Context: an optimization exercise on an open-source flow, tuned for small area, a short achievable clock period and few clock cycles per item. The choices shown serve that exercise and are no tape-out recipe.
Function was checked by simulation only, so behaviour that the tests miss may differ from the original.
Power figures rest on the tool's default switching activity, not on a simulated workload.

--- design.v ---
`timescale 1ns / 1ps
package hcka_pkg;
    localparam int CH_W      = 8;
    localparam int HUE_W     = 9;
    localparam int BQ_W      = 3;      
    localparam int BR_W      = 6;      
    localparam int CFG_IDX_W = 1;
    localparam int CFG_W     = HUE_W;
    localparam int S_DATA_W  = 24;
    localparam int M_DATA_W  = 32;
    localparam logic [CFG_IDX_W-1:0] REG_HUE_LOW  = 1'b0;
    localparam logic [CFG_IDX_W-1:0] REG_HUE_HIGH = 1'b1;
    localparam logic [BQ_W-1:0] LO_Q_RST = 3'd2;
    localparam logic [BR_W-1:0] LO_R_RST = 6'd11;
    localparam logic [BQ_W-1:0] HI_Q_RST = 3'd2;
    localparam logic [BR_W-1:0] HI_R_RST = 6'd25;
endpackage
`timescale 1ns / 1ps
import hcka_pkg::*;
module hcka_sector (
    input  logic [hcka_pkg::CH_W-1:0] red,
    input  logic [hcka_pkg::CH_W-1:0] green,
    input  logic [hcka_pkg::CH_W-1:0] blue,
    output logic                      rg_neg,    
    output logic                      rb_neg,    
    output logic                      gb_neg,    
    output logic [hcka_pkg::CH_W-1:0] delta,
    output logic [hcka_pkg::CH_W-1:0] t
);
    logic [CH_W-1:0] rg, rb, gb;
    logic [5:0]      sext;
    logic [2:0]      cls;       
    hcka_absdiff u_rg (.a(red),   .b(green), .dif(rg), .lt(rg_neg));
    hcka_absdiff u_rb (.a(red),   .b(blue),  .dif(rb), .lt(rb_neg));
    hcka_absdiff u_gb (.a(green), .b(blue),  .dif(gb), .lt(gb_neg));
    hcka_sext u_sext (.rg_neg(rg_neg), .rb_neg(rb_neg), .gb_neg(gb_neg), .sext(sext));
    assign cls[0] = sext[0] | sext[3];
    assign cls[1] = sext[1] | sext[4];
    assign cls[2] = sext[2] | sext[5];
    assign t     = ({CH_W{cls[0]}} & gb) | ({CH_W{cls[1]}} & rg) | ({CH_W{cls[2]}} & rb);
    assign delta = ({CH_W{cls[0]}} & rb) | ({CH_W{cls[1]}} & gb) | ({CH_W{cls[2]}} & rg);
endmodule
module hcka_sext (
    input  logic       rg_neg,
    input  logic       rb_neg,
    input  logic       gb_neg,
    output logic [5:0] sext
);
    logic r_max, g_max, b_max;
    assign r_max = !rg_neg && !rb_neg;
    assign g_max = !r_max && !gb_neg;
    assign b_max = !r_max && gb_neg;
    assign sext[0] = r_max && !gb_neg;
    assign sext[5] = r_max &&  gb_neg;
    assign sext[1] = g_max && !rb_neg;
    assign sext[2] = g_max &&  rb_neg;
    assign sext[4] = b_max && !rg_neg;
    assign sext[3] = b_max &&  rg_neg;
endmodule
module hcka_absdiff (
    input  logic [7:0] a,
    input  logic [7:0] b,
    output logic [7:0] dif,
    output logic       lt
);
    logic g0_1, p0_1, g0_3, p0_3, g0_5, p0_5, g0_7, p0_7, g1_2, p1_2, g1_3, p1_3, g1_6, p1_6, g1_7, p1_7, g2_4, p2_4, g2_5, p2_5, g2_6, p2_6, g2_7, p2_7;
    logic [7:0] p, g, q;
    assign p = ~(a ^ b);    
    assign g = a & ~b;      
    assign q = a | ~b;      
    assign g0_1 = g[1] | (q[1] & g[0]);
    assign p0_1 = q[1] & q[0];
    assign g0_3 = g[3] | (q[3] & g[2]);
    assign p0_3 = q[3] & q[2];
    assign g0_5 = g[5] | (q[5] & g[4]);
    assign p0_5 = q[5] & q[4];
    assign g0_7 = g[7] | (q[7] & g[6]);
    assign p0_7 = q[7] & q[6];
    assign g1_2 = g[2] | (q[2] & g0_1);
    assign p1_2 = q[2] & p0_1;
    assign g1_3 = g0_3 | (p0_3 & g0_1);
    assign p1_3 = p0_3 & p0_1;
    assign g1_6 = g[6] | (q[6] & g0_5);
    assign p1_6 = q[6] & p0_5;
    assign g1_7 = g0_7 | (p0_7 & g0_5);
    assign p1_7 = p0_7 & p0_5;
    assign g2_4 = g[4] | (q[4] & g1_3);
    assign p2_4 = q[4] & p1_3;
    assign g2_5 = g0_5 | (p0_5 & g1_3);
    assign p2_5 = p0_5 & p1_3;
    assign g2_6 = g1_6 | (p1_6 & g1_3);
    assign p2_6 = p1_6 & p1_3;
    assign g2_7 = g1_7 | (p1_7 & g1_3);
    assign p2_7 = p1_7 & p1_3;
    assign dif[0] = lt ? ~p[0] : ~p[0];
    assign dif[1] = lt ? ~(p[1] ^ g[0]) : (p[1] ^ (g[0] | q[0]));
    assign dif[2] = lt ? ~(p[2] ^ g0_1) : (p[2] ^ (g0_1 | p0_1));
    assign dif[3] = lt ? ~(p[3] ^ g1_2) : (p[3] ^ (g1_2 | p1_2));
    assign dif[4] = lt ? ~(p[4] ^ g1_3) : (p[4] ^ (g1_3 | p1_3));
    assign dif[5] = lt ? ~(p[5] ^ g2_4) : (p[5] ^ (g2_4 | p2_4));
    assign dif[6] = lt ? ~(p[6] ^ g2_5) : (p[6] ^ (g2_5 | p2_5));
    assign dif[7] = lt ? ~(p[7] ^ g2_6) : (p[7] ^ (g2_6 | p2_6));
    assign lt = ~(g2_7 | p2_7);
endmodule
module hcka_cmp_0 (
    input  logic [2:0] one,
    input  logic [2:0] two,
    input  logic [2:0] neg,
    input  logic [7:0] d,
    input  logic [7:0] t,
    output logic       y
);
    logic n1, n2, n3, n4, n5, n6, n7, n8, n9, n10, n11, n12, n13, n14, n15, n16, n17, n18, n19, n20, n21, n22, n23, n24, n25, n26, n27, n28, n29, n30, n31, n32, n33, n34, n35, n36, n37, n38, n39, n40, n41, n42, n43, n44, n45, n46, n47, n48, n49, n50, n51, n52, n53, n54, n55, n56, n57, n58, n59, n60, n61, n62, n63, n64, n65, n66, n67, n68, n69, n70, n71, n72, n73, n74, n75, n76, n77, n78, n79, n80, n81, n82, n83, n84, n85, n86, n87, n88, n89, n90, n91, n92, n93, n94, n95, n96, n97, n98, n99, n100, n101, n102, n103, n104, n105, n106, n107, n108, n109, n110, n111, n112, n113, n114, n115, n116, n117, n118, n119, n120, n121, n122, n123, n124, n125, n126, n127, n128, n129, n130, n131, n132, n133, n134, n135, n136, n137, n138, n139, n140, n141, n142, n143, n144, n145, n146, n147, n148, n149, n150, n151, n152, n153, n154, n155, n156;
    assign n1 = (((one[0] & d[4]) | (two[0] & d[3])) ^ neg[0]) ^ (((one[1] & d[2]) | (two[1] & d[1])) ^ neg[1]);
    assign n2 = (((one[0] & d[4]) | (two[0] & d[3])) ^ neg[0]) & (((one[1] & d[2]) | (two[1] & d[1])) ^ neg[1]);
    assign n3 = (((one[0] & d[5]) | (two[0] & d[4])) ^ neg[0]) ^ (((one[1] & d[3]) | (two[1] & d[2])) ^ neg[1]) ^ (((one[2] & d[1]) | (two[2] & d[0])) ^ neg[2]);
    assign n4 = ((((one[0] & d[5]) | (two[0] & d[4])) ^ neg[0]) & (((one[1] & d[3]) | (two[1] & d[2])) ^ neg[1])) | ((((one[0] & d[5]) | (two[0] & d[4])) ^ neg[0]) & (((one[2] & d[1]) | (two[2] & d[0])) ^ neg[2])) | ((((one[1] & d[3]) | (two[1] & d[2])) ^ neg[1]) & (((one[2] & d[1]) | (two[2] & d[0])) ^ neg[2]));
    assign n5 = t[3] ^ 1'b1;
    assign n6 = t[3] & 1'b1;
    assign n7 = (((one[0] & d[6]) | (two[0] & d[5])) ^ neg[0]) ^ (((one[1] & d[4]) | (two[1] & d[3])) ^ neg[1]) ^ (((one[2] & d[2]) | (two[2] & d[1])) ^ neg[2]);
    assign n8 = ((((one[0] & d[6]) | (two[0] & d[5])) ^ neg[0]) & (((one[1] & d[4]) | (two[1] & d[3])) ^ neg[1])) | ((((one[0] & d[6]) | (two[0] & d[5])) ^ neg[0]) & (((one[2] & d[2]) | (two[2] & d[1])) ^ neg[2])) | ((((one[1] & d[4]) | (two[1] & d[3])) ^ neg[1]) & (((one[2] & d[2]) | (two[2] & d[1])) ^ neg[2]));
    assign n9 = (neg[2] & d[0]) ^ t[4] ^ (~t[0]);
    assign n10 = ((neg[2] & d[0]) & t[4]) | ((neg[2] & d[0]) & (~t[0])) | (t[4] & (~t[0]));
    assign n11 = (((one[0] & d[7]) | (two[0] & d[6])) ^ neg[0]) ^ (((one[1] & d[5]) | (two[1] & d[4])) ^ neg[1]) ^ (((one[2] & d[3]) | (two[2] & d[2])) ^ neg[2]);
    assign n12 = ((((one[0] & d[7]) | (two[0] & d[6])) ^ neg[0]) & (((one[1] & d[5]) | (two[1] & d[4])) ^ neg[1])) | ((((one[0] & d[7]) | (two[0] & d[6])) ^ neg[0]) & (((one[2] & d[3]) | (two[2] & d[2])) ^ neg[2])) | ((((one[1] & d[5]) | (two[1] & d[4])) ^ neg[1]) & (((one[2] & d[3]) | (two[2] & d[2])) ^ neg[2]));
    assign n13 = (neg[2] & d[1]) ^ t[5] ^ (~t[1]);
    assign n14 = ((neg[2] & d[1]) & t[5]) | ((neg[2] & d[1]) & (~t[1])) | (t[5] & (~t[1]));
    assign n15 = (((two[0] & d[7])) ^ neg[0]) ^ (((one[1] & d[6]) | (two[1] & d[5])) ^ neg[1]) ^ (((one[2] & d[4]) | (two[2] & d[3])) ^ neg[2]);
    assign n16 = ((((two[0] & d[7])) ^ neg[0]) & (((one[1] & d[6]) | (two[1] & d[5])) ^ neg[1])) | ((((two[0] & d[7])) ^ neg[0]) & (((one[2] & d[4]) | (two[2] & d[3])) ^ neg[2])) | ((((one[1] & d[6]) | (two[1] & d[5])) ^ neg[1]) & (((one[2] & d[4]) | (two[2] & d[3])) ^ neg[2]));
    assign n17 = (neg[2] & d[2]) ^ t[6] ^ (~t[2]);
    assign n18 = ((neg[2] & d[2]) & t[6]) | ((neg[2] & d[2]) & (~t[2])) | (t[6] & (~t[2]));
    assign n19 = (((one[1] & d[7]) | (two[1] & d[6])) ^ neg[1]) ^ (((one[2] & d[5]) | (two[2] & d[4])) ^ neg[2]) ^ (neg[2] & d[3]);
    assign n20 = ((((one[1] & d[7]) | (two[1] & d[6])) ^ neg[1]) & (((one[2] & d[5]) | (two[2] & d[4])) ^ neg[2])) | ((((one[1] & d[7]) | (two[1] & d[6])) ^ neg[1]) & (neg[2] & d[3])) | ((((one[2] & d[5]) | (two[2] & d[4])) ^ neg[2]) & (neg[2] & d[3]));
    assign n21 = t[7] ^ (~t[3]) ^ (~(~neg[0]));
    assign n22 = (t[7] & (~t[3])) | (t[7] & (~(~neg[0]))) | ((~t[3]) & (~(~neg[0])));
    assign n23 = (((two[1] & d[7])) ^ neg[1]) ^ (((one[2] & d[6]) | (two[2] & d[5])) ^ neg[2]) ^ (neg[2] & d[4]);
    assign n24 = ((((two[1] & d[7])) ^ neg[1]) & (((one[2] & d[6]) | (two[2] & d[5])) ^ neg[2])) | ((((two[1] & d[7])) ^ neg[1]) & (neg[2] & d[4])) | ((((one[2] & d[6]) | (two[2] & d[5])) ^ neg[2]) & (neg[2] & d[4]));
    assign n25 = (~t[4]) ^ 1'b1 ^ (~neg[0]);
    assign n26 = ((~t[4]) & 1'b1) | ((~t[4]) & (~neg[0])) | (1'b1 & (~neg[0]));
    assign n27 = (~neg[1]) ^ (((one[2] & d[7]) | (two[2] & d[6])) ^ neg[2]) ^ (neg[2] & d[5]);
    assign n28 = ((~neg[1]) & (((one[2] & d[7]) | (two[2] & d[6])) ^ neg[2])) | ((~neg[1]) & (neg[2] & d[5])) | ((((one[2] & d[7]) | (two[2] & d[6])) ^ neg[2]) & (neg[2] & d[5]));
    assign n29 = (((two[2] & d[7])) ^ neg[2]) ^ (neg[2] & d[6]);
    assign n30 = (((two[2] & d[7])) ^ neg[2]) & (neg[2] & d[6]);
    assign n31 = (((one[0] & d[2]) | (two[0] & d[1])) ^ neg[0]) ^ (((one[1] & d[0])) ^ neg[1]);
    assign n32 = (((one[0] & d[2]) | (two[0] & d[1])) ^ neg[0]) & (((one[1] & d[0])) ^ neg[1]);
    assign n33 = (((one[0] & d[3]) | (two[0] & d[2])) ^ neg[0]) ^ (((one[1] & d[1]) | (two[1] & d[0])) ^ neg[1]);
    assign n34 = (((one[0] & d[3]) | (two[0] & d[2])) ^ neg[0]) & (((one[1] & d[1]) | (two[1] & d[0])) ^ neg[1]);
    assign n35 = (((one[2] & d[0])) ^ neg[2]) ^ neg[2] ^ t[2];
    assign n36 = ((((one[2] & d[0])) ^ neg[2]) & neg[2]) | ((((one[2] & d[0])) ^ neg[2]) & t[2]) | (neg[2] & t[2]);
    assign n37 = 1'b1 ^ n3 ^ n5;
    assign n38 = (1'b1 & n3) | (1'b1 & n5) | (n3 & n5);
    assign n39 = n7 ^ n9 ^ n4;
    assign n40 = (n7 & n9) | (n7 & n4) | (n9 & n4);
    assign n41 = n11 ^ n13 ^ n8;
    assign n42 = (n11 & n13) | (n11 & n8) | (n13 & n8);
    assign n43 = n15 ^ n17 ^ n12;
    assign n44 = (n15 & n17) | (n15 & n12) | (n17 & n12);
    assign n45 = n19 ^ n21 ^ n16;
    assign n46 = (n19 & n21) | (n19 & n16) | (n21 & n16);
    assign n47 = n23 ^ n25 ^ n20;
    assign n48 = (n23 & n25) | (n23 & n20) | (n25 & n20);
    assign n49 = (~t[5]) ^ n27 ^ n24;
    assign n50 = ((~t[5]) & n27) | ((~t[5]) & n24) | (n27 & n24);
    assign n51 = (~t[6]) ^ 1'b1 ^ n29;
    assign n52 = ((~t[6]) & 1'b1) | ((~t[6]) & n29) | (1'b1 & n29);
    assign n53 = (~neg[2]) ^ (neg[2] & d[7]) ^ (~t[7]);
    assign n54 = ((~neg[2]) & (neg[2] & d[7])) | ((~neg[2]) & (~t[7])) | ((neg[2] & d[7]) & (~t[7]));
    assign n55 = neg[1] ^ t[0];
    assign n56 = neg[1] & t[0];
    assign n57 = t[1] ^ n33 ^ n32;
    assign n58 = (t[1] & n33) | (t[1] & n32) | (n33 & n32);
    assign n59 = n1 ^ n35 ^ n34;
    assign n60 = (n1 & n35) | (n1 & n34) | (n35 & n34);
    assign n61 = n2 ^ n37 ^ n36;
    assign n62 = (n2 & n37) | (n2 & n36) | (n37 & n36);
    assign n63 = n6 ^ n39 ^ n38;
    assign n64 = (n6 & n39) | (n6 & n38) | (n39 & n38);
    assign n65 = n10 ^ n41 ^ n40;
    assign n66 = (n10 & n41) | (n10 & n40) | (n41 & n40);
    assign n67 = n14 ^ n43 ^ n42;
    assign n68 = (n14 & n43) | (n14 & n42) | (n43 & n42);
    assign n69 = n18 ^ n45 ^ n44;
    assign n70 = (n18 & n45) | (n18 & n44) | (n45 & n44);
    assign n71 = n22 ^ n47 ^ n46;
    assign n72 = (n22 & n47) | (n22 & n46) | (n47 & n46);
    assign n73 = n26 ^ n49 ^ n48;
    assign n74 = (n26 & n49) | (n26 & n48) | (n49 & n48);
    assign n75 = n28 ^ n51 ^ n50;
    assign n76 = (n28 & n51) | (n28 & n50) | (n51 & n50);
    assign n77 = n30 ^ n53 ^ n52;
    assign n78 = (n30 & n53) | (n30 & n52) | (n53 & n52);
    assign n79 = (((one[0] & d[0])) ^ neg[0]) & neg[0];
    assign n93 = (((one[0] & d[0])) ^ neg[0]) | neg[0];
    assign n80 = (((one[0] & d[1]) | (two[0] & d[0])) ^ neg[0]) & 1'b0;
    assign n94 = (((one[0] & d[1]) | (two[0] & d[0])) ^ neg[0]) | 1'b0;
    assign n81 = n31 & n55;
    assign n95 = n31 | n55;
    assign n82 = n57 & n56;
    assign n96 = n57 | n56;
    assign n83 = n59 & n58;
    assign n97 = n59 | n58;
    assign n84 = n61 & n60;
    assign n98 = n61 | n60;
    assign n85 = n63 & n62;
    assign n99 = n63 | n62;
    assign n86 = n65 & n64;
    assign n100 = n65 | n64;
    assign n87 = n67 & n66;
    assign n101 = n67 | n66;
    assign n88 = n69 & n68;
    assign n102 = n69 | n68;
    assign n89 = n71 & n70;
    assign n103 = n71 | n70;
    assign n90 = n73 & n72;
    assign n104 = n73 | n72;
    assign n91 = n75 & n74;
    assign n105 = n75 | n74;
    assign n92 = n77 & n76;
    assign n106 = n77 | n76;
    assign n107 = n80 | (n94 & n79);
    assign n108 = n94 & n93;
    assign n109 = n82 | (n96 & n81);
    assign n110 = n96 & n95;
    assign n111 = n84 | (n98 & n83);
    assign n112 = n98 & n97;
    assign n113 = n86 | (n100 & n85);
    assign n114 = n100 & n99;
    assign n115 = n88 | (n102 & n87);
    assign n116 = n102 & n101;
    assign n117 = n90 | (n104 & n89);
    assign n118 = n104 & n103;
    assign n119 = n92 | (n106 & n91);
    assign n120 = n106 & n105;
    assign n121 = n81 | (n95 & n107);
    assign n122 = n95 & n108;
    assign n123 = n109 | (n110 & n107);
    assign n124 = n110 & n108;
    assign n125 = n85 | (n99 & n111);
    assign n126 = n99 & n112;
    assign n127 = n113 | (n114 & n111);
    assign n128 = n114 & n112;
    assign n129 = n89 | (n103 & n115);
    assign n130 = n103 & n116;
    assign n131 = n117 | (n118 & n115);
    assign n132 = n118 & n116;
    assign n133 = n83 | (n97 & n123);
    assign n134 = n97 & n124;
    assign n135 = n111 | (n112 & n123);
    assign n136 = n112 & n124;
    assign n137 = n125 | (n126 & n123);
    assign n138 = n126 & n124;
    assign n139 = n127 | (n128 & n123);
    assign n140 = n128 & n124;
    assign n141 = n91 | (n105 & n131);
    assign n142 = n105 & n132;
    assign n143 = n119 | (n120 & n131);
    assign n144 = n120 & n132;
    assign n145 = n87 | (n101 & n139);
    assign n146 = n101 & n140;
    assign n147 = n115 | (n116 & n139);
    assign n148 = n116 & n140;
    assign n149 = n129 | (n130 & n139);
    assign n150 = n130 & n140;
    assign n151 = n131 | (n132 & n139);
    assign n152 = n132 & n140;
    assign n153 = n141 | (n142 & n139);
    assign n154 = n142 & n140;
    assign n155 = n143 | (n144 & n139);
    assign n156 = n144 & n140;
    assign y = n54 ^ n78 ^ n155;
endmodule
module hcka_cmp_1 (
    input  logic [2:0] one,
    input  logic [2:0] two,
    input  logic [2:0] neg,
    input  logic [7:0] d,
    input  logic [7:0] t,
    output logic       y
);
    logic n1, n2, n3, n4, n5, n6, n7, n8, n9, n10, n11, n12, n13, n14, n15, n16, n17, n18, n19, n20, n21, n22, n23, n24, n25, n26, n27, n28, n29, n30, n31, n32, n33, n34, n35, n36, n37, n38, n39, n40, n41, n42, n43, n44, n45, n46, n47, n48, n49, n50, n51, n52, n53, n54, n55, n56, n57, n58, n59, n60, n61, n62, n63, n64, n65, n66, n67, n68, n69, n70, n71, n72, n73, n74, n75, n76, n77, n78, n79, n80, n81, n82, n83, n84, n85, n86, n87, n88, n89, n90, n91, n92, n93, n94, n95, n96, n97, n98, n99, n100, n101, n102, n103, n104, n105, n106, n107, n108, n109, n110, n111, n112, n113, n114, n115, n116, n117, n118, n119, n120, n121, n122, n123, n124, n125, n126, n127, n128, n129, n130, n131, n132, n133, n134, n135, n136, n137, n138, n139, n140, n141, n142, n143, n144, n145, n146, n147, n148, n149, n150, n151, n152, n153, n154, n155, n156, n157, n158, n159, n160, n161, n162, n163, n164, n165, n166;
    assign n1 = (((one[0] & d[2]) | (two[0] & d[1])) ^ neg[0]) ^ (((one[1] & d[0])) ^ neg[1]);
    assign n2 = (((one[0] & d[2]) | (two[0] & d[1])) ^ neg[0]) & (((one[1] & d[0])) ^ neg[1]);
    assign n3 = (((one[0] & d[3]) | (two[0] & d[2])) ^ neg[0]) ^ (((one[1] & d[1]) | (two[1] & d[0])) ^ neg[1]);
    assign n4 = (((one[0] & d[3]) | (two[0] & d[2])) ^ neg[0]) & (((one[1] & d[1]) | (two[1] & d[0])) ^ neg[1]);
    assign n5 = (((one[0] & d[4]) | (two[0] & d[3])) ^ neg[0]) ^ (((one[1] & d[2]) | (two[1] & d[1])) ^ neg[1]) ^ (((one[2] & d[0])) ^ neg[2]);
    assign n6 = ((((one[0] & d[4]) | (two[0] & d[3])) ^ neg[0]) & (((one[1] & d[2]) | (two[1] & d[1])) ^ neg[1])) | ((((one[0] & d[4]) | (two[0] & d[3])) ^ neg[0]) & (((one[2] & d[0])) ^ neg[2])) | ((((one[1] & d[2]) | (two[1] & d[1])) ^ neg[1]) & (((one[2] & d[0])) ^ neg[2]));
    assign n7 = neg[2] ^ t[2];
    assign n8 = neg[2] & t[2];
    assign n9 = (((one[0] & d[5]) | (two[0] & d[4])) ^ neg[0]) ^ (((one[1] & d[3]) | (two[1] & d[2])) ^ neg[1]) ^ (((one[2] & d[1]) | (two[2] & d[0])) ^ neg[2]);
    assign n10 = ((((one[0] & d[5]) | (two[0] & d[4])) ^ neg[0]) & (((one[1] & d[3]) | (two[1] & d[2])) ^ neg[1])) | ((((one[0] & d[5]) | (two[0] & d[4])) ^ neg[0]) & (((one[2] & d[1]) | (two[2] & d[0])) ^ neg[2])) | ((((one[1] & d[3]) | (two[1] & d[2])) ^ neg[1]) & (((one[2] & d[1]) | (two[2] & d[0])) ^ neg[2]));
    assign n11 = t[3] ^ 1'b1;
    assign n12 = t[3] & 1'b1;
    assign n13 = (((one[0] & d[6]) | (two[0] & d[5])) ^ neg[0]) ^ (((one[1] & d[4]) | (two[1] & d[3])) ^ neg[1]) ^ (((one[2] & d[2]) | (two[2] & d[1])) ^ neg[2]);
    assign n14 = ((((one[0] & d[6]) | (two[0] & d[5])) ^ neg[0]) & (((one[1] & d[4]) | (two[1] & d[3])) ^ neg[1])) | ((((one[0] & d[6]) | (two[0] & d[5])) ^ neg[0]) & (((one[2] & d[2]) | (two[2] & d[1])) ^ neg[2])) | ((((one[1] & d[4]) | (two[1] & d[3])) ^ neg[1]) & (((one[2] & d[2]) | (two[2] & d[1])) ^ neg[2]));
    assign n15 = (neg[2] & d[0]) ^ t[4] ^ (~t[0]);
    assign n16 = ((neg[2] & d[0]) & t[4]) | ((neg[2] & d[0]) & (~t[0])) | (t[4] & (~t[0]));
    assign n17 = (((one[0] & d[7]) | (two[0] & d[6])) ^ neg[0]) ^ (((one[1] & d[5]) | (two[1] & d[4])) ^ neg[1]) ^ (((one[2] & d[3]) | (two[2] & d[2])) ^ neg[2]);
    assign n18 = ((((one[0] & d[7]) | (two[0] & d[6])) ^ neg[0]) & (((one[1] & d[5]) | (two[1] & d[4])) ^ neg[1])) | ((((one[0] & d[7]) | (two[0] & d[6])) ^ neg[0]) & (((one[2] & d[3]) | (two[2] & d[2])) ^ neg[2])) | ((((one[1] & d[5]) | (two[1] & d[4])) ^ neg[1]) & (((one[2] & d[3]) | (two[2] & d[2])) ^ neg[2]));
    assign n19 = (neg[2] & d[1]) ^ t[5] ^ (~t[1]);
    assign n20 = ((neg[2] & d[1]) & t[5]) | ((neg[2] & d[1]) & (~t[1])) | (t[5] & (~t[1]));
    assign n21 = (((two[0] & d[7])) ^ neg[0]) ^ (((one[1] & d[6]) | (two[1] & d[5])) ^ neg[1]) ^ (((one[2] & d[4]) | (two[2] & d[3])) ^ neg[2]);
    assign n22 = ((((two[0] & d[7])) ^ neg[0]) & (((one[1] & d[6]) | (two[1] & d[5])) ^ neg[1])) | ((((two[0] & d[7])) ^ neg[0]) & (((one[2] & d[4]) | (two[2] & d[3])) ^ neg[2])) | ((((one[1] & d[6]) | (two[1] & d[5])) ^ neg[1]) & (((one[2] & d[4]) | (two[2] & d[3])) ^ neg[2]));
    assign n23 = (neg[2] & d[2]) ^ t[6] ^ (~t[2]);
    assign n24 = ((neg[2] & d[2]) & t[6]) | ((neg[2] & d[2]) & (~t[2])) | (t[6] & (~t[2]));
    assign n25 = (((one[1] & d[7]) | (two[1] & d[6])) ^ neg[1]) ^ (((one[2] & d[5]) | (two[2] & d[4])) ^ neg[2]) ^ (neg[2] & d[3]);
    assign n26 = ((((one[1] & d[7]) | (two[1] & d[6])) ^ neg[1]) & (((one[2] & d[5]) | (two[2] & d[4])) ^ neg[2])) | ((((one[1] & d[7]) | (two[1] & d[6])) ^ neg[1]) & (neg[2] & d[3])) | ((((one[2] & d[5]) | (two[2] & d[4])) ^ neg[2]) & (neg[2] & d[3]));
    assign n27 = t[7] ^ (~t[3]) ^ (~(~neg[0]));
    assign n28 = (t[7] & (~t[3])) | (t[7] & (~(~neg[0]))) | ((~t[3]) & (~(~neg[0])));
    assign n29 = (((two[1] & d[7])) ^ neg[1]) ^ (((one[2] & d[6]) | (two[2] & d[5])) ^ neg[2]) ^ (neg[2] & d[4]);
    assign n30 = ((((two[1] & d[7])) ^ neg[1]) & (((one[2] & d[6]) | (two[2] & d[5])) ^ neg[2])) | ((((two[1] & d[7])) ^ neg[1]) & (neg[2] & d[4])) | ((((one[2] & d[6]) | (two[2] & d[5])) ^ neg[2]) & (neg[2] & d[4]));
    assign n31 = (~t[4]) ^ 1'b1 ^ (~neg[0]);
    assign n32 = ((~t[4]) & 1'b1) | ((~t[4]) & (~neg[0])) | (1'b1 & (~neg[0]));
    assign n33 = (~neg[1]) ^ (((one[2] & d[7]) | (two[2] & d[6])) ^ neg[2]) ^ (neg[2] & d[5]);
    assign n34 = ((~neg[1]) & (((one[2] & d[7]) | (two[2] & d[6])) ^ neg[2])) | ((~neg[1]) & (neg[2] & d[5])) | ((((one[2] & d[7]) | (two[2] & d[6])) ^ neg[2]) & (neg[2] & d[5]));
    assign n35 = (((two[2] & d[7])) ^ neg[2]) ^ (neg[2] & d[6]);
    assign n36 = (((two[2] & d[7])) ^ neg[2]) & (neg[2] & d[6]);
    assign n37 = neg[1] ^ t[0];
    assign n38 = neg[1] & t[0];
    assign n39 = t[1] ^ 1'b1 ^ n3;
    assign n40 = (t[1] & 1'b1) | (t[1] & n3) | (1'b1 & n3);
    assign n41 = 1'b1 ^ n5 ^ n7;
    assign n42 = (1'b1 & n5) | (1'b1 & n7) | (n5 & n7);
    assign n43 = n9 ^ n11 ^ n6;
    assign n44 = (n9 & n11) | (n9 & n6) | (n11 & n6);
    assign n45 = n13 ^ n15 ^ n10;
    assign n46 = (n13 & n15) | (n13 & n10) | (n15 & n10);
    assign n47 = n17 ^ n19 ^ n14;
    assign n48 = (n17 & n19) | (n17 & n14) | (n19 & n14);
    assign n49 = n21 ^ n23 ^ n18;
    assign n50 = (n21 & n23) | (n21 & n18) | (n23 & n18);
    assign n51 = n25 ^ n27 ^ n22;
    assign n52 = (n25 & n27) | (n25 & n22) | (n27 & n22);
    assign n53 = n29 ^ n31 ^ n26;
    assign n54 = (n29 & n31) | (n29 & n26) | (n31 & n26);
    assign n55 = (~t[5]) ^ n33 ^ n30;
    assign n56 = ((~t[5]) & n33) | ((~t[5]) & n30) | (n33 & n30);
    assign n57 = (~t[6]) ^ 1'b1 ^ n35;
    assign n58 = ((~t[6]) & 1'b1) | ((~t[6]) & n35) | (1'b1 & n35);
    assign n59 = (~neg[2]) ^ (neg[2] & d[7]) ^ (~t[7]);
    assign n60 = ((~neg[2]) & (neg[2] & d[7])) | ((~neg[2]) & (~t[7])) | ((neg[2] & d[7]) & (~t[7]));
    assign n61 = (((one[0] & d[0])) ^ neg[0]) ^ neg[0];
    assign n62 = (((one[0] & d[0])) ^ neg[0]) & neg[0];
    assign n63 = (((one[0] & d[1]) | (two[0] & d[0])) ^ neg[0]) ^ 1'b1;
    assign n64 = (((one[0] & d[1]) | (two[0] & d[0])) ^ neg[0]) & 1'b1;
    assign n65 = 1'b1 ^ n1 ^ n37;
    assign n66 = (1'b1 & n1) | (1'b1 & n37) | (n1 & n37);
    assign n67 = n2 ^ n39 ^ n38;
    assign n68 = (n2 & n39) | (n2 & n38) | (n39 & n38);
    assign n69 = n4 ^ n41 ^ n40;
    assign n70 = (n4 & n41) | (n4 & n40) | (n41 & n40);
    assign n71 = n8 ^ n43 ^ n42;
    assign n72 = (n8 & n43) | (n8 & n42) | (n43 & n42);
    assign n73 = n12 ^ n45 ^ n44;
    assign n74 = (n12 & n45) | (n12 & n44) | (n45 & n44);
    assign n75 = n16 ^ n47 ^ n46;
    assign n76 = (n16 & n47) | (n16 & n46) | (n47 & n46);
    assign n77 = n20 ^ n49 ^ n48;
    assign n78 = (n20 & n49) | (n20 & n48) | (n49 & n48);
    assign n79 = n24 ^ n51 ^ n50;
    assign n80 = (n24 & n51) | (n24 & n50) | (n51 & n50);
    assign n81 = n28 ^ n53 ^ n52;
    assign n82 = (n28 & n53) | (n28 & n52) | (n53 & n52);
    assign n83 = n32 ^ n55 ^ n54;
    assign n84 = (n32 & n55) | (n32 & n54) | (n55 & n54);
    assign n85 = n34 ^ n57 ^ n56;
    assign n86 = (n34 & n57) | (n34 & n56) | (n57 & n56);
    assign n87 = n36 ^ n59 ^ n58;
    assign n88 = (n36 & n59) | (n36 & n58) | (n59 & n58);
    assign n89 = 1'b1 & n61;
    assign n103 = 1'b1 | n61;
    assign n90 = n63 & n62;
    assign n104 = n63 | n62;
    assign n91 = n65 & n64;
    assign n105 = n65 | n64;
    assign n92 = n67 & n66;
    assign n106 = n67 | n66;
    assign n93 = n69 & n68;
    assign n107 = n69 | n68;
    assign n94 = n71 & n70;
    assign n108 = n71 | n70;
    assign n95 = n73 & n72;
    assign n109 = n73 | n72;
    assign n96 = n75 & n74;
    assign n110 = n75 | n74;
    assign n97 = n77 & n76;
    assign n111 = n77 | n76;
    assign n98 = n79 & n78;
    assign n112 = n79 | n78;
    assign n99 = n81 & n80;
    assign n113 = n81 | n80;
    assign n100 = n83 & n82;
    assign n114 = n83 | n82;
    assign n101 = n85 & n84;
    assign n115 = n85 | n84;
    assign n102 = n87 & n86;
    assign n116 = n87 | n86;
    assign n117 = n90 | (n104 & n89);
    assign n118 = n104 & n103;
    assign n119 = n92 | (n106 & n91);
    assign n120 = n106 & n105;
    assign n121 = n94 | (n108 & n93);
    assign n122 = n108 & n107;
    assign n123 = n96 | (n110 & n95);
    assign n124 = n110 & n109;
    assign n125 = n98 | (n112 & n97);
    assign n126 = n112 & n111;
    assign n127 = n100 | (n114 & n99);
    assign n128 = n114 & n113;
    assign n129 = n102 | (n116 & n101);
    assign n130 = n116 & n115;
    assign n131 = n91 | (n105 & n117);
    assign n132 = n105 & n118;
    assign n133 = n119 | (n120 & n117);
    assign n134 = n120 & n118;
    assign n135 = n95 | (n109 & n121);
    assign n136 = n109 & n122;
    assign n137 = n123 | (n124 & n121);
    assign n138 = n124 & n122;
    assign n139 = n99 | (n113 & n125);
    assign n140 = n113 & n126;
    assign n141 = n127 | (n128 & n125);
    assign n142 = n128 & n126;
    assign n143 = n93 | (n107 & n133);
    assign n144 = n107 & n134;
    assign n145 = n121 | (n122 & n133);
    assign n146 = n122 & n134;
    assign n147 = n135 | (n136 & n133);
    assign n148 = n136 & n134;
    assign n149 = n137 | (n138 & n133);
    assign n150 = n138 & n134;
    assign n151 = n101 | (n115 & n141);
    assign n152 = n115 & n142;
    assign n153 = n129 | (n130 & n141);
    assign n154 = n130 & n142;
    assign n155 = n97 | (n111 & n149);
    assign n156 = n111 & n150;
    assign n157 = n125 | (n126 & n149);
    assign n158 = n126 & n150;
    assign n159 = n139 | (n140 & n149);
    assign n160 = n140 & n150;
    assign n161 = n141 | (n142 & n149);
    assign n162 = n142 & n150;
    assign n163 = n151 | (n152 & n149);
    assign n164 = n152 & n150;
    assign n165 = n153 | (n154 & n149);
    assign n166 = n154 & n150;
    assign y = n60 ^ n88 ^ n165;
endmodule
`timescale 1ns / 1ps
import hcka_pkg::*;
module hue_chroma_key_alpha_unit (
    input  logic                               aclk,
    input  logic                               aresetn,
    input  logic                               s_tvalid,
    output logic                               s_tready,
    input  logic [hcka_pkg::S_DATA_W-1:0]      s_tdata,    
    output logic                               m_tvalid,
    input  logic                               m_tready,
    output logic [hcka_pkg::M_DATA_W-1:0]      m_tdata,    
    input  logic                               cfg_wr_en,
    input  logic [hcka_pkg::CFG_IDX_W-1:0]     cfg_index,
    input  logic [hcka_pkg::CFG_W-1:0]         cfg_wdata
);
    logic [BQ_W-1:0] lo_q_reg, hi_q_reg;
    logic [8:0]      lo_rb_reg, hi_rb_reg;    
    logic [BQ_W-1:0] wr_q_ge, wr_q_gt;
    logic [BR_W-1:0] wr_r_ge, wr_r_gt;
    logic              rg_neg, rb_neg, gb_neg;
    logic [CH_W-1:0]   delta, t;
    logic                en1, en2;
    logic                v1_reg;
    logic [S_DATA_W-1:0] s1_rgb_reg;
    logic [CH_W-1:0]     s1_delta_reg, s1_t_reg;
    logic                s1_rg_neg_reg, s1_rb_neg_reg, s1_gb_neg_reg;
    logic [5:0]          sext;
    logic [5:0]          lo_gt_mask, lo_eq_mask, hi_lt_mask, hi_eq_mask;
    logic                lo_lt, hi_le;
    logic                lo_in, hi_in;
    logic                key_reg;
    logic [S_DATA_W-1:0] rgb_reg;
    always_comb begin
        wr_q_ge = '0;
        wr_q_gt = '0;
        for (int k = 1; k <= 6; k++) begin
            if (cfg_wdata >= CFG_W'(60 * k)) wr_q_ge = BQ_W'(k);
            if (cfg_wdata >  CFG_W'(60 * k)) wr_q_gt = BQ_W'(k);
        end
    end
    assign wr_r_ge = {cfg_wdata[5:2] + {1'b0, wr_q_ge}, cfg_wdata[1:0]};
    assign wr_r_gt = {cfg_wdata[5:2] + {1'b0, wr_q_gt}, cfg_wdata[1:0]};
    always_ff @(posedge aclk) begin
        if (!aresetn) begin
            lo_q_reg <= LO_Q_RST;
            lo_rb_reg <= booth(LO_R_RST);
            hi_q_reg <= HI_Q_RST;
            hi_rb_reg <= booth(HI_R_RST);
        end else if (cfg_wr_en) begin
            unique case (cfg_index)
                REG_HUE_LOW:  begin lo_q_reg <= wr_q_ge; lo_rb_reg <= booth(wr_r_ge); end
                REG_HUE_HIGH: begin hi_q_reg <= wr_q_gt; hi_rb_reg <= booth(wr_r_gt); end
                default: ;
            endcase
        end
    end
    function automatic logic [8:0] booth(input logic [BR_W-1:0] r);
        logic [6:0] x;
        logic [2:0] one, two, neg;
        x = {r, 1'b0};
        for (int i = 0; i < 3; i++) begin
            one[i] = x[2*i+1] ^ x[2*i];
            two[i] = (x[2*i+2] & !x[2*i+1] & !x[2*i]) | (!x[2*i+2] & x[2*i+1] & x[2*i]);
            neg[i] = x[2*i+2];
        end
        booth = {neg, two, one};
    endfunction
    assign en2      = !m_tvalid || m_tready;
    assign en1      = !v1_reg || en2;
    assign s_tready = en1;
    always_ff @(posedge aclk) begin
        if (!aresetn) begin
            v1_reg   <= 1'b0;
            m_tvalid <= 1'b0;
        end else begin
            if (en1) v1_reg   <= s_tvalid;
            if (en2) m_tvalid <= v1_reg;
        end
    end
    hcka_sector u_sector (
        .red    (s_tdata[7:0]),
        .green  (s_tdata[15:8]),
        .blue   (s_tdata[23:16]),
        .rg_neg (rg_neg),
        .rb_neg (rb_neg),
        .gb_neg (gb_neg),
        .delta  (delta),
        .t      (t)
    );
    always_ff @(posedge aclk) begin
        if (en1) begin
            s1_rgb_reg    <= s_tdata;
            s1_delta_reg  <= delta;
            s1_t_reg      <= t;
            s1_rg_neg_reg <= rg_neg;
            s1_rb_neg_reg <= rb_neg;
            s1_gb_neg_reg <= gb_neg;
        end
    end
    hcka_sext u_sext (
        .rg_neg (s1_rg_neg_reg),
        .rb_neg (s1_rb_neg_reg),
        .gb_neg (s1_gb_neg_reg),
        .sext   (sext)
    );
    always_comb begin
        for (int k = 0; k < 6; k++) begin
            lo_gt_mask[k] = BQ_W'(k) >  lo_q_reg;
            lo_eq_mask[k] = BQ_W'(k) == lo_q_reg;
            hi_lt_mask[k] = BQ_W'(k) <  hi_q_reg;
            hi_eq_mask[k] = BQ_W'(k) == hi_q_reg;
        end
    end
    hcka_cmp_0 u_lo (.one(lo_rb_reg[2:0]), .two(lo_rb_reg[5:3]), .neg(lo_rb_reg[8:6]),
                     .d(s1_delta_reg), .t(s1_t_reg), .y(lo_lt));
    hcka_cmp_1 u_hi (.one(hi_rb_reg[2:0]), .two(hi_rb_reg[5:3]), .neg(hi_rb_reg[8:6]),
                     .d(s1_delta_reg), .t(s1_t_reg), .y(hi_le));
    assign lo_in = |(sext & lo_gt_mask) || (|(sext & lo_eq_mask) && lo_lt);
    assign hi_in = |(sext & hi_lt_mask) || (|(sext & hi_eq_mask) && !hi_le);
    always_ff @(posedge aclk) begin
        if (en2) begin
            key_reg <= lo_in && hi_in;
            rgb_reg <= s1_rgb_reg;
        end
    end
    assign m_tdata = {{CH_W{!key_reg}}, rgb_reg};
endmodule
--- flow/run.sh ---
#!/bin/bash
# The standard layout (the standard.sh, unchanged synthesis), with plain buf_1 cells as
# the port buffers in place of the delay buffers that buffer_ports picks by default.
set -euo pipefail
export BUFFER_PORTS_ARGS="-buffer_cell sky130_fd_sc_hd__buf_1"
bash standard.sh finish > standard.log 2>&1
--- standard.sh ---
#!/bin/bash
# synth_recipe.tcl (not shown) runs the flow's synth.tcl, then flattens the netlist and writes it again
# the make line also repeats each setting of config.mk as NAME=value (left out here)
make -C /OpenROAD-flow-scripts/flow DESIGN_CONFIG=/design/flow/config.mk WORK_HOME=/design/flow/orfs CLKGATE_MAP_FILE= SYNTH_SCRIPT=/design/flow/synth_recipe.tcl "${@:-finish}"
--- config.mk ---
export PLATFORM = sky130hd
export DESIGN_NAME = hue_chroma_key_alpha_unit
export DESIGN_NICKNAME = hue_chroma_key_alpha_unit
export VERILOG_FILES = /design/flow/design.v
export SDC_FILE = /design/flow/constraint.sdc
export NUM_CORES = 4
export LEC_CHECK = 0
export ABC_AREA = 1
export CAP_MARGIN = 20
export CORE_MARGIN = 2
export CORE_UTILIZATION = 40
export CTS_BUF_LIST = sky130_fd_sc_hd__clkbuf_8
export SETUP_SLACK_MARGIN = 2.6
export SLEW_MARGIN = 20
--- constraint.sdc ---
create_clock -name core_clock -period 6.0 [get_ports {aclk}]
set_input_delay 1.2000 -clock core_clock [delete_from_list [all_inputs] [get_ports {aclk}]]
set_output_delay 1.2000 -clock core_clock [all_outputs]
set_load 0.01 [all_outputs]
==> results of run 1 <==
worst paths after layout:
path | endpoint | slack (ns) | depth (start not counted)
setup reg to reg | key_reg | 2.14 | 20
hold / removal | rgb_reg[6] | 0.43 | 0
hold reg to reg | rgb_reg[6] | 0.43 | 0
setup / recovery | key_reg | 2.14 | 20
synth_stat cells, types with 7 or more instances:
| cell type | instances |
|---|---|
| a21oi_1 | 39 |
| buf_4 | 9 |
| clkbuf_1 | 17 |
| dfxtp_1 | 26 |
| edfxtp_1 | 68 |
| fa_1 | 68 |
| ha_1 | 71 |
| inv_1 | 234 |
| nand2_1 | 219 |
| nand3_1 | 65 |
| nor2_1 | 53 |
| o211ai_1 | 8 |
| o21ai_0 | 68 |
| o22ai_1 | 43 |
| or2_2 | 7 |
| xnor2_1 | 14 |
| xor2_1 | 70 |
timing repair:
action                     4_1_cts  5_1_grt
pin swaps                       19       18
setup endpoints to repair       10       24
resized for setup               30       38
gates cloned                     0        0
buffers inserted                 6        8
layout make-up:
cell class                 count  area [µm²]
multi-input combinational    769        5820
timing repair buffer          89         414
tap                          285         357
fill                        2281       12400
inverter                     243         928
clock buffer                   9         124
clock inverter                 7        73.8
sequential                    94        2570
through the flow:
| step | utilization (%) | power [W] | std cells | setup WS (ns) |
|---|---|---|---|---|
| finish | 45.3 | 0.00545 | 1496 | 2.14 |
| detailed placement | 42.8 | 0.00466 | 1466 | 1.78 |
| global placement | 42.8 | 0.00459 | 1466 | 1.81 |
| floorplan | - | 0.00387 | 1138 | 2.50 |
| CTS | 44.3 | 0.00527 | 1488 | 2.18 |
| global route | 45.3 | 0.00612 | 1496 | 1.93 |
layer usage:
layer | global-route usage (%) | share of wire (%)
met1 | 24.1 | 44
met2 | 34.6 | 50
met3 | 2.83 | 3.6
met4 | 5.46 | 2.3
met5 | 0 | 0
power by group through the flow:
stage	registers, W	logic [W]	clock network [W]
floorplan	0.000870	0.00300	0
global placement	0.000946	0.00364	0
detailed placement	0.000948	0.00371	0
CTS	0.000927	0.00390	0.000446
global route	0.000940	0.00471	0.000472
finish	0.000930	0.00409	0.000433
kinds of logic after synthesis:
| group | Yosys count |
|---|---|
| DFF | 94 |
| adders and majority gates | 139 |
| xor gates and xnor gates | 84 |
| buffers and inverters | 275 |
| and+or+nand+nor | 364 |
| AOI/OAI and AO/OA | 182 |
worst max-delay path, stage by stage, from the launching register on:
cell and delay (ns):
edfxtp_1 0.46, clkinvlp_4 0.16, buf_6 0.14, buf_6 0.13, o22ai_4 0.14, xor2_1 0.11, fa_1 0.49, inv_1 0.05
fa_1 0.55, fa_1 0.42, or2_4 0.24, nand2_1 0.05, nand2_1 0.06, a21oi_2 0.13, nand2_1 0.07, nand2_2 0.06
nand3_1 0.08, nand3_2 0.12, nand2_2 0.06, nand2_2 0.06, inv_1 0.03
==> metrics.yaml, run 1 <==
outcome:
  status: "finished clean"
logic_synthesis:
  synth_top_family_by_area: "adder cells"
  async_reset_ff_share_pct: 0
  synth-main-ff-cell: "edfxtp_1"
  yosysTopAreaCell: "edfxtp_1"
  synth_nets: 1316
  synth_adder_area_share_pct: 24.3
  synth-compound-area-share_pct: 11.6
  synthSimpleGateAreaFrac_pct: 16.6
  synth-seq-cells: 94
  synth-xor-area-share_pct: 7.95
  ys_top_cells_by_area: "edfxtp_1 (22%), fa_1 (15%), ha_1 (9.6%)"
  syn_avg_cell_area_um2: 8.14
  syn_inst: 1138
  yosys-mux-area-fraction_pct: 0
  synth-edff-count: 68
  seq_area_frac_synth_pct: 27.7
  synth.distinct_cells: 42
  synth_top_area_share_pct: 22.1
  syn-cell-area_mm2: 0.00926
  ys_warn_count: 1
final_layout:
  final_cell_mix: "inv_1 (227), nand2_1 (213), ha_1 (70), buf_1 (68), edfxtp_1 (68)"
  diodes: 0
  area_growth_pct: 11.1
  stdcell_area_mm2: 0.0103
  drive_gt1_share_pct: 9.58
  finish.net_count: 1384
  mostFrequentLayoutCell: "inv_1"
sta:
  slew_headroom_pct: 55.6
  setup_viol: 0
  fmax_mhz: 259
  fin_skew_ns: 0.0249
  timing.hold.ws_ns: 0.427
  final-hold-violation-count: 0
  rsz0062_at_grt: "true"
  min_period_over_period_pct: 64.3
  tns_ns: 0
  worst_pin_slew_ns: 0.667
  fin_crit_ns: 3.86
  finalMaxSlewViolations: 0
pwr:
  seq_power_share_pct: 17.1
  p_per_area_mw_per_mm2: 530
  vdd_drop_max_mv: 0.358
  p_comb_share_pct: 75.0
  switchingPower_w: 0.00279
  switching_share_pct: 51.2
  internal_power_w: 0.00266
  clockPowerShare_pct: 7.9
  leakage_nw: 4.97
cts:
  path_clk_slew_ns: 0.12
  cts-root-buf: "clkbuf_8"
  htreeDepth: 3
  clock_latency_ns: 0.40
  clock_sinks: 94
  ctsHoldBuffers: 0
  cts_tree: "built"
  cts_buffers: 9
  clock_path_buffers: 2
routing:
  via_per_inst: 5.00
  final_antenna_net_count: 0
  drc: 0
  drt_iter0_markers: 585
  dr.pass1.iters: 5
  post_drt_wl_per_cell_um: 15.0
  wirelength_mm: 22.5
  vias: 7481
place:
  port_buffers: 72
  post-dp-hpwl_mm: 17.7
  postPlaceCellArea_mm2: 0.00973
  gp_congestion: 0.893
worst_hold_path:
  hold_path_class: "register to register"
  min-delay-start: "s1_rgb_reg[6]"
die:
  num_rows: 55
  die_w_um: 156
  initial_core_util_pct: 40.8
  ioPinCount: 73
  core_area_mm2: 0.0227
  die-height_um: 156
  dieArea_mm2: 0.0244
global_routing:
  first_global_vias: 7244
  grt_overflow: 0
  antenna_found_initial: 0
  grt_pass1_wl_mm: 36.9
  track_usage_pct: 19.3
  grt_max_degree: 45
worst_setup_path:
  path_max_fanout: 4
  reg2reg_from: "s1_delta_reg[5]"
  arrival_ns: 4.02
  cp-start-kind: "register"
  cp_data_required_time_ns: 6.17
  worstSetupPathType: "register to register"
  end_kind: "register"
  critPathLaunch: "s1_delta_reg[5]"
flow_run:
  maxCapViolations: 0
Testbench counts, summed over its fixed seeds: cycles 16,400, items 16,384.
==> run 2, diff against run 1 <==
--- a/config.mk
+++ b/config.mk
@@ -9,6 +9,6 @@
 export CAP_MARGIN = 20
 export CORE_MARGIN = 2
 export CORE_UTILIZATION = 40
-export CTS_BUF_LIST = sky130_fd_sc_hd__clkbuf_8
+export PLACE_DENSITY = 0.8
 export SETUP_SLACK_MARGIN = 2.6
 export SLEW_MARGIN = 20
==> metrics.yaml, run 2 <==
outcome:
  status: "finished clean"
final_layout:
  mostFrequentLayoutCell: "inv_1"
  area_growth_pct: 13.6
  final_util_pct: 46.3
  fill_cells: 2097
  drive_gt1_share_pct: 12.0
  seqCellArea_mm2: 0.00257
  final_cell_mix: "inv_1 (219), nand2_1 (214), ha_1 (70), edfxtp_1 (68), fa_1 (66)"
  diodes: 0
  multi_input_area_mm2: 0.00588
  finish.net_count: 1391
sta:
  tns_ns: 0
  min_period_over_period_pct: 64.5
  rsz0062_at_grt: "true"
  slew_headroom_pct: 59.6
  setup_ws_ns: 2.13
  fin_crit_ns: 3.87
  fmax_mhz: 258
  finalMaxSlewViolations: 0
  worst_pin_slew_ns: 0.605
  final-hold-violation-count: 0
  fin_skew_ns: 0.0131
  setup_viol: 0
place:
  gp_congestion: 0.917
  place_ws_ns: 1.92
  port_buffers: 72
  post-dp-hpwl_mm: 17.0
logic_synthesis:
  yosys-top-cells-count: "inv_1 (234), nand2_1 (219), ha_1 (71)"
  syn_inst: 1138
  synth-compound-area-share_pct: 11.6
  ys_top_cells_by_area: "edfxtp_1 (22%), fa_1 (15%), ha_1 (9.6%)"
  seq_area_frac_synth_pct: 27.7
  synth_top_area_share_pct: 22.1
  yosys-mux-area-fraction_pct: 0
  yosysTopAreaCell: "edfxtp_1"
  syn-cell-area_mm2: 0.00926
  synth-seq-cells: 94
  synth_nets: 1316
  async_reset_ff_share_pct: 0
  synth-edff-count: 68
  synth-xor-area-share_pct: 7.95
  synth_adder_area_share_pct: 24.3
  synth.distinct_cells: 42
  synth-main-ff-cell: "edfxtp_1"
  yosysMostFrequentCell: "inv_1"
  syn_avg_cell_area_um2: 8.14
  synth_top_family_by_area: "adder cells"
  ys_warn_count: 1
  synthSimpleGateAreaFrac_pct: 16.6
cts:
  path_clk_slew_ns: 0.06
  cts_buffers: 9
  ctsHoldBuffers: 0
  clock_path_buffers: 2
  htreeDepth: 3
  clock_sinks: 94
  cts-root-buf: "clkbuf_16"
  clock_latency_ns: 0.35
  cts_tree: "built"
worst_setup_path:
  crit_chain: "clkinvlp_4 -> buf_6 -> o22ai_4 -> xor2_2 -> fa_1 -> fa_1 -> inv_1 -> fa_1 -> inv_2 -> o21ai_2 -> inv_1 -> nand2_1 -> nand3_2 -> a21oi_2 -> nand3_1 -> nand3_2 -> nand2_1 -> nand2_1 -> inv_1"
  end_kind: "register"
  cpPeakStageDelay_ns: 0.53
  cp.depth: 19
  arrival_ns: 3.98
  worst-path-buf-inv: 6
  path_max_fanout: 5
  cp-start-kind: "register"
  critPathLaunch: "s1_delta_reg[6]"
  cp_data_required_time_ns: 6.11
  reg2reg_depth: 19
  reg2reg_from: "s1_delta_reg[6]"
  reg2reg_to: "key_reg"
  critical-path-slowest-cell: "fa_1"
  reg2reg_slack_ns: 2.13
  crit_path_end: "key_reg"
  critPathTopFamily: "adder cells"
  worstSetupPathType: "register to register"
pwr:
  leakage_nw: 5.06
  seq_power_share_pct: 16.1
  p_per_area_mw_per_mm2: 550
  clockPowerShare_pct: 9.7
  internal_power_w: 0.00287
  switchingPower_w: 0.00292
  vdd_drop_max_mv: 0.322
  p_comb_share_pct: 74.3
  switching_share_pct: 50.4
die:
  initial_core_util_pct: 40.8
  num_rows: 55
  core_area_mm2: 0.0227
  die_w_um: 156
  ioPinCount: 73
  die-height_um: 156
  dieArea_mm2: 0.0244
worst_hold_path:
  hold_path_class: "register to register"
global_routing:
  antenna_found_initial: 0
  grt_overflow: 0
  track_usage_pct: 18.7
  first_global_vias: 7740
  grt_max_degree: 45
  grt_pass1_wl_mm: 36.4
routing:
  drc: 0
  wirelength_mm: 22.5
  vias: 7906
  via_per_inst: 5.26
  dr.pass1.iters: 6
  final_antenna_net_count: 0
  drt_iter0_markers: 715
  post_drt_wl_per_cell_um: 15.0
flow_run:
  maxCapViolations: 0
run 2: cell types whose count changed in the layout (fill, tap and decap cells not counted), sizes merged:
cell      delta
buf          +3
bufinv       +1
clkbuf       +3
clkinv       +1
clkinvlp     +3
inv          -4
run 2: kinds of logic after synthesis:
kind of cell / count (synthesis)
buffers and inverters: 275
adder cells (fa/ha/maj): 139
AND/OR/NAND/NOR: 364
AO/OA/AOI/OAI: 182
flip-flops: 94
XOR/XNOR: 84
run 2: power groups by stage:
stage | clock, W | sequential (W) | combinational [W]
3_3_place_gp | 0 | 0.000933 | 0.00350
6_report | 0.000560 | 0.000930 | 0.00430
4_1_cts | 0.000569 | 0.000922 | 0.00411
2_1_floorplan | 0 | 0.000870 | 0.00300
5_1_grt | 0.000594 | 0.000935 | 0.00492
3_5_place_dp | 0 | 0.000937 | 0.00369
run 2: what timing repair did:
action                     in CTS  in global routing
pin swaps                      37                 39
setup buffers                  10                  9
gates resized for setup        49                 50
setup endpoints to repair      19                 24
cloned                          2                  0
run 2: per-layer routing:
metal  vias to the layer above  global-route usage (%)  wire [µm]  part of all wire [%]
met4                         0                    8.21        864                   3.8
met3                        84                    3.31       1630                   7.2
li1                       3765                       -          -                     -
met1                      3717                    21.8       8650                    38
met2                       340                    33.8      11300                    50
met5                         -                       0          0                     0
run 2: how the worst min path moves through the flow:
stage	startpoint	to	slack, ns	depth (start not counted)
floorplan	s1_rgb_reg[0]	rgb_reg[0]	0.40	0
global placement	s1_rgb_reg[6]	rgb_reg[6]	0.40	0
detailed placement	s1_rgb_reg[15]	rgb_reg[15]	0.41	0
CTS	s1_rgb_reg[15]	rgb_reg[15]	0.42	0
global route	s1_rgb_reg[4]	rgb_reg[4]	0.43	0
finish	s1_rgb_reg[6]	rgb_reg[6]	0.42	0
run 2: cell type report:
cell class                      instances  area share, %
Multi-Input combinational cell        769           55.9
Sequential cell                        94           24.4
Inverter                              243           8.89
Timing Repair Buffer                   94           4.47
Tap cell                              285           3.39
Clock buffer                           10           2.18
Clock inverter                          6          0.583
Timing Repair inverter                  2          0.143
run 2: stage by stage:
step | hold slack (ns) | instance area (µm²) | cells | total power (W)
floorplan | 0.400 | 9310 | 1138 | 0.00387
global placement | 0.402 | 9730 | 1466 | 0.00443
detailed placement | 0.405 | 9730 | 1466 | 0.00463
CTS | 0.421 | 10300 | 1494 | 0.00560
global route | 0.433 | 10500 | 1503 | 0.00645
finish | 0.419 | 10500 | 1503 | 0.00579
==> run 3, diff against run 2 <==
--- a/config.mk
+++ b/config.mk
@@ -9,6 +9,5 @@
 export CAP_MARGIN = 20
 export CORE_MARGIN = 2
 export CORE_UTILIZATION = 40
-export PLACE_DENSITY = 0.8
 export SETUP_SLACK_MARGIN = 2.6
 export SLEW_MARGIN = 20
==> metrics.yaml, run 3 <==
worst_setup_path:
  worst-path-buf-inv: 5
  reg2reg_slack_ns: 2.17
  crit_chain: "clkinvlp_4 -> buf_6 -> buf_6 -> o22ai_4 -> xor2_1 -> fa_1 -> inv_1 -> fa_1 -> fa_1 -> or2_4 -> nand2_1 -> nand2_1 -> a21oi_2 -> nand2_1 -> nand2_2 -> nand3_1 -> nand3_2 -> nand2_2 -> nand2_2 -> inv_1"
  path_max_fanout: 4
  cp-start-kind: "register"
  reg2reg_from: "s1_delta_reg[5]"
  cp.depth: 20
  cp_data_required_time_ns: 6.13
  reg2reg_depth: 20
  critical-path-slowest-cell: "fa_1"
  arrival_ns: 3.96
  end_kind: "register"
  cpPeakStageDelay_ns: 0.55
  reg2reg_to: "key_reg"
  critPathTopFamily: "adder cells"
  worstSetupPathType: "register to register"
die:
  die-height_um: 156
  initial_core_util_pct: 40.8
  die_w_um: 156
  num_rows: 55
  ioPinCount: 73
  core_area_mm2: 0.0227
  dieArea_mm2: 0.0244
routing:
  drc: 0
  final_antenna_net_count: 0
  wirelength_mm: 22.6
  post_drt_wl_per_cell_um: 15.1
  drt_iter0_markers: 518
  via_per_inst: 4.98
  vias: 7453
  dr.pass1.iters: 5
logic_synthesis:
  async_reset_ff_share_pct: 0
  synth_nets: 1316
  synth-main-ff-cell: "edfxtp_1"
  ys_top_cells_by_area: "edfxtp_1 (22%), fa_1 (15%), ha_1 (9.6%)"
  synth-seq-cells: 94
  seq_area_frac_synth_pct: 27.7
  syn_avg_cell_area_um2: 8.14
  yosysMostFrequentCell: "inv_1"
  syn-cell-area_mm2: 0.00926
  syn_inst: 1138
  synth.distinct_cells: 42
  ys_warn_count: 1
  synth-edff-count: 68
  yosysTopAreaCell: "edfxtp_1"
  synth_top_area_share_pct: 22.1
  yosys-top-cells-count: "inv_1 (234), nand2_1 (219), ha_1 (71)"
global_routing:
  met1_usage_pct: 24.3
  track_usage_pct: 19.3
  grt_use_met3_pct: 2.69
  grt_pass1_wl_mm: 37.0
  busiest_layer: "met2"
  first_global_vias: 7229
  grtUsageMet2_pct: 34.5
  antenna_found_initial: 0
  grt_max_degree: 45
  grt_overflow: 0
sta:
  fmax_mhz: 261
  min_period_over_period_pct: 63.9
  tns_ns: 0
  worst_pin_slew_ns: 0.693
  setup_viol: 0
  fin_crit_ns: 3.83
  slew_headroom_pct: 53.8
  final-hold-violation-count: 0
  fin_skew_ns: 0.0136
  finalMaxSlewViolations: 0
  rsz0062_at_grt: "true"
final_layout:
  seqCellArea_mm2: 0.00257
  area_growth_pct: 12.7
  drive_gt1_share_pct: 10.2
  fill_cells: 2264
  diodes: 0
  mostFrequentLayoutCell: "inv_1"
  finish.net_count: 1385
  multi_input_area_mm2: 0.00584
  stdcell_area_mm2: 0.0104
  final_cell_mix: "inv_1 (225), nand2_1 (213), ha_1 (70), edfxtp_1 (68), fa_1 (66)"
cts:
  clock_latency_ns: 0.37
  clock_sinks: 94
  cts-root-buf: "clkbuf_16"
  cts_tree: "built"
  path_clk_slew_ns: 0.08
  htreeDepth: 3
  cts_buffers: 9
  clock_path_buffers: 2
  ctsHoldBuffers: 0
pwr:
  leakage_nw: 5.03
  seq_power_share_pct: 16.6
  vdd_drop_max_mv: 0.356
  p_comb_share_pct: 73.0
  switchingPower_w: 0.00282
  internal_power_w: 0.00280
  finalPower_w: 0.00561
  switching_share_pct: 50.2
  p_per_area_mw_per_mm2: 538
  clockPowerShare_pct: 10.4
worst_hold_path:
  hold_path_class: "register to register"
  whs_endpoint: "rgb_reg[6]"
  min-delay-start: "s1_rgb_reg[6]"
  hold_depth: 0
flow_run:
  maxCapViolations: 0
outcome:
  status: "finished clean"
place:
  port_buffers: 72
  postPlaceCellArea_mm2: 0.00973
  gp_congestion: 0.893
  post-dp-hpwl_mm: 17.7
[run 3: cell types whose count changed in the layout (fill, tap and decap cells not counted), sizes merged]
cell / previous run / this run
inv: 237 / 241
clkinv: 8 / 7
bufinv: 1 / 0
clkinvlp: 5 / 2
buf: 88 / 83
[run 3: worst register-to-register path, delay by kind of cell, from the launching register on]
kind,cells,cell delay (ns)
buf+inv,5,0.51
xor+xnor,1,0.10
flops,1,0.45
simple gates,9,0.78
fa+ha+maj,3,1.46
compound gates,2,0.27
[run 3: metrics by stage]
| stage | instances | hold slack [ns] | util [%] | worst slack (ns) |
|---|---|---|---|---|
| floorplan | 1138 | 0.400 | - | 2.50 |
| global placement | 1466 | 0.401 | 42.8 | 1.81 |
| detailed placement | 1466 | 0.405 | 42.8 | 1.78 |
| CTS | 1488 | 0.422 | 44.8 | 2.19 |
| global route | 1497 | 0.426 | 45.9 | 1.94 |
| finish | 1497 | 0.420 | 45.9 | 2.17 |
[run 3: worst max-delay path by stage]
stage | end | slack, ns | from
2_1_floorplan | key_reg | 2.50 | s1_delta_reg[7]
3_3_place_gp | key_reg | 1.81 | hi_rb_reg[8]
3_5_place_dp | key_reg | 1.78 | s1_delta_reg[7]
4_1_cts | key_reg | 2.19 | s1_delta_reg[5]
5_1_grt | key_reg | 1.94 | s1_delta_reg[5]
6_report | key_reg | 2.17 | s1_delta_reg[5]
[run 3: routing by layer]
layer | vias up | wire [µm]
met5 | - | 0
met2 | 146 | 11500
met3 | 26 | 744
met1 | 3527 | 9890
li1 | 3754 | -
met4 | 0 | 480
[run 3: cells by family (layout without fill, tap and decap cells)]
| family | after synthesis | after routing | synth area share [%] |
|---|---|---|---|
| simple gates | 364 | 364 | 16.6 |
| buf+inv | 275 | 349 | 11.9 |
| compound gates | 182 | 182 | 11.6 |
| fa+ha+maj | 139 | 139 | 24.3 |
| flops | 94 | 94 | 27.7 |
| xor+xnor | 84 | 84 | 7.95 |
[run 3: cell type report]
type	count	share of cell area, %
inverter	243	8.92
clock inverter	7	0.708
timing repair buffer	90	4.10
multi-input combinational	769	56.0
tap	285	3.42
sequential	94	24.7
clock buffer	9	2.16
[run 3: what timing repair did]
action	CTS	global route
endpoints found under the setup margin	17	25
setup buffers	6	9
resized for setup	31	52
pin swaps	19	21
[run 3: power groups by stage]
stage	combinational, W	sequential (W)	clock [W]
floorplan	0.00300	0.000870	0
global placement	0.00364	0.000946	0
detailed placement	0.00371	0.000948	0
CTS	0.00390	0.000928	0.000599
global route	0.00472	0.000940	0.000622
finish	0.00410	0.000931	0.000584
==> run 4, diff against run 3 <==
--- a/config.mk
+++ b/config.mk
@@ -11,3 +11,5 @@
 export CORE_UTILIZATION = 40
 export SETUP_SLACK_MARGIN = 2.6
 export SLEW_MARGIN = 20
+export SYNTH_HIERARCHICAL = 1
+export SYNTH_MINIMUM_KEEP_SIZE = 0
==> metrics.yaml, run 4 <==
logic_synthesis:
  synth_top_area_share_pct: 20.9
  syn_avg_cell_area_um2: 7.99
  synth-seq-cells: 94
  seq_area_frac_synth_pct: 26.2
  synth.distinct_cells: 50
  synth_nets: 1405
  ys_top_cells_by_area: "edfxtp_1 (21%), fa_1 (14%), inv_1 (10%)"
  async_reset_ff_share_pct: 0
  synth-edff-count: 68
  yosysMostFrequentCell: "inv_1"
  yosys-top-cells-count: "inv_1 (262), nand2_1 (259), ha_1 (74)"
  syn-cell-area_mm2: 0.00978
  yosysTopAreaCell: "edfxtp_1"
die:
  die-height_um: 160
  initial_core_util_pct: 40.4
  die_w_um: 160
  core_area_mm2: 0.0242
  ioPinCount: 73
global_routing:
  antenna_found_initial: 0
  grt_pass1_wl_mm: 37.6
  grt_max_degree: 46
  first_global_vias: 7604
  grt_overflow: 0
cts:
  clock_latency_ns: 0.35
  cts_buffers: 9
  cts_tree: "built"
  path_clk_slew_ns: 0.07
  ctsHoldBuffers: 0
  htreeDepth: 3
  clock_path_buffers: 2
pwr:
  finalPower_w: 0.00554
  leakage_nw: 5.59
  p_per_area_mw_per_mm2: 491
  seq_power_share_pct: 16.7
  switchingPower_w: 0.00275
  p_comb_share_pct: 73.5
  clockPowerShare_pct: 9.8
  switching_share_pct: 49.7
worst_setup_path:
  arrival_ns: 4.13
  cp-start-kind: "register"
  critical-path-slowest-cell: "fa_1"
  cpPeakStageDelay_ns: 0.53
  cp_data_required_time_ns: 6.12
  path_max_fanout: 6
  crit_chain: "buf_6 -> inv_4 -> o22ai_2 -> xor2_1 -> fa_1 -> fa_1 -> inv_1 -> fa_1 -> inv_1 -> o21ai_2 -> inv_1 -> nand2_1 -> a21oi_2 -> nor2_2 -> nand2_1 -> nand2_1 -> nand2_2 -> nand3_1 -> a31o_2 -> nand3_1 -> nand2_1 -> inv_1"
routing:
  drc: 0
  wl_met3_um: 909
  drt_iter0_markers: 330
  wl_met2_mm: 11.7
  dr.pass1.iters: 5
  post_drt_wl_per_cell_um: 14.0
  via_per_inst: 4.79
  wl_met1_mm: 10.0
sta:
  setup_viol: 0
  slew_headroom_pct: 57.5
  finalMaxSlewViolations: 0
  final-hold-violation-count: 0
  fin_crit_ns: 4.02
  tns_ns: 0
  fin_skew_ns: 0.00768
  worst_pin_slew_ns: 0.638
place:
  gp_congestion: 0.902
  post-dp-hpwl_mm: 17.7
  port_buffers: 72
final_layout:
  drive_gt1_share_pct: 18.2
  diodes: 0
  area_growth_pct: 15.2
  mostFrequentLayoutCell: "nand2_1"
outcome:
  status: "finished clean"
worst_hold_path:
  hold_path_class: "register to register"
flow_run:
  maxCapViolations: 0
-- run 4: cell count changes in the layout (fill, tap and decap cells not counted), moves of 8 or more --
cell | previous run | this run
o21ai_0 | 63 | 28
buf_4 | 15 | 39
nand3_1 | 61 | 47
nor2_1 | 48 | 61
nand2_2 | 9 | 22
o21ai_2 | 3 | 16
o22ai_2 | 6 | 17
o21ai_1 | 2 | 19
nand2_1 | 213 | 253
inv_1 | 225 | 236
nand2_4 | 1 | 9
inv_2 | 8 | 41
-- run 4: power groups by stage --
stage          Sequential, W  Clock (W)  Combinational [W]
2_1_floorplan       0.000876          0            0.00293
3_3_place_gp        0.000950          0            0.00354
3_5_place_dp        0.000951          0            0.00361
4_1_cts             0.000920   0.000557            0.00382
5_1_grt             0.000930   0.000582            0.00467
6_report            0.000922   0.000543            0.00407
-- run 4: timing repair --
| action | CTS | global route |
|---|---|---|
| cloned | 1 | 2 |
| pin swaps | 16 | 36 |
| endpoints found under the setup margin | 17 | 23 |
| gates resized for setup | 32 | 68 |
| buffers inserted | 23 | 22 |
-- run 4: per-module statistics from Yosys, one instance, submodules excluded --
module                     cell area, µm²  cells  copies in the design  flip-flops and latches
hcka_cmp_0                           1630    227                     1                       0
hcka_absdiff                          741    114                     3                       0
hcka_sector                           362     74                     1                       0
hcka_cmp_1                           1670    221                     1                       0
hcka_sext                            55.1     13                     2                       0
hue_chroma_key_alpha_unit            3790    334                     1                      94
-- run 4: kinds of logic after synthesis --
family / after synthesis / share of synthesized area [%]
flops: 94 / 26.2
xor+xnor: 76 / 6.88
fa+ha+maj: 142 / 23.4
simple gates: 421 / 18.8
buf+inv: 314 / 13.2
compound gates: 177 / 11.5
-- run 4: layer usage --
metal	GRT usage, %	vias up
met5	0	-
met4	6.84	0
met3	2.30	41
met2	32.1	212
met1	22.9	3669
li1	-	4027
-- run 4: cell type report --
class / count / area (µm²)
clock buffers: 10 / 239
clock inverters: 6 / 35.0
fillers: 2348 / 12900
inverters: 287 / 1100
multi-input cells: 818 / 6220
flip-flops and latches: 94 / 2570
well taps: 324 / 405
repair buffers: 120 / 684
repair inverters: 1 / 7.51
-- run 4: path summary, 6_finish.rpt --
path                                      start    endpoint  slack, ns  cells after the start
worst max-delay path            s1_delta_reg[6]     key_reg       1.98                     22
worst min-delay path              s1_rgb_reg[8]  rgb_reg[8]       0.42                      0
worst max register to register  s1_delta_reg[6]     key_reg       1.98                     22
worst min register to register    s1_rgb_reg[8]  rgb_reg[8]       0.42                      0
-- run 4: critical path: cells and delay by family, from the launching register on --
family | cells | cell delay [ns]
AO/OA/AOI/OAI | 4 | 0.53
buffers and inverters | 6 | 0.41
XOR/XNOR | 1 | 0.23
AND/OR/NAND/NOR | 8 | 0.64
adder cells (fa/ha/maj) | 3 | 1.49
flip-flops | 1 | 0.45
-- run 4: per-stage QoR --
stage	area (µm²)	setup slack [ns]	utilization, %	hold WS, ns	cells
3_5_place_dp	10300	1.67	42.7	0.405	1596
5_1_grt	11300	1.72	46.6	0.428	1660
3_3_place_gp	10300	1.72	42.7	0.401	1596
4_1_cts	10900	1.97	45.0	0.420	1636
2_1_floorplan	9830	2.35	-	0.400	1224
6_report	11300	1.98	46.6	0.418	1660

Setup slack of run 4, layout unchanged: 1.984 ns with ideal ports, 1.984 ns with driving cells assumed (clock clkbuf_16, inputs buf_2), 1.984 ns with port delays also shifted by the 0.389 ns mid clock arrival.
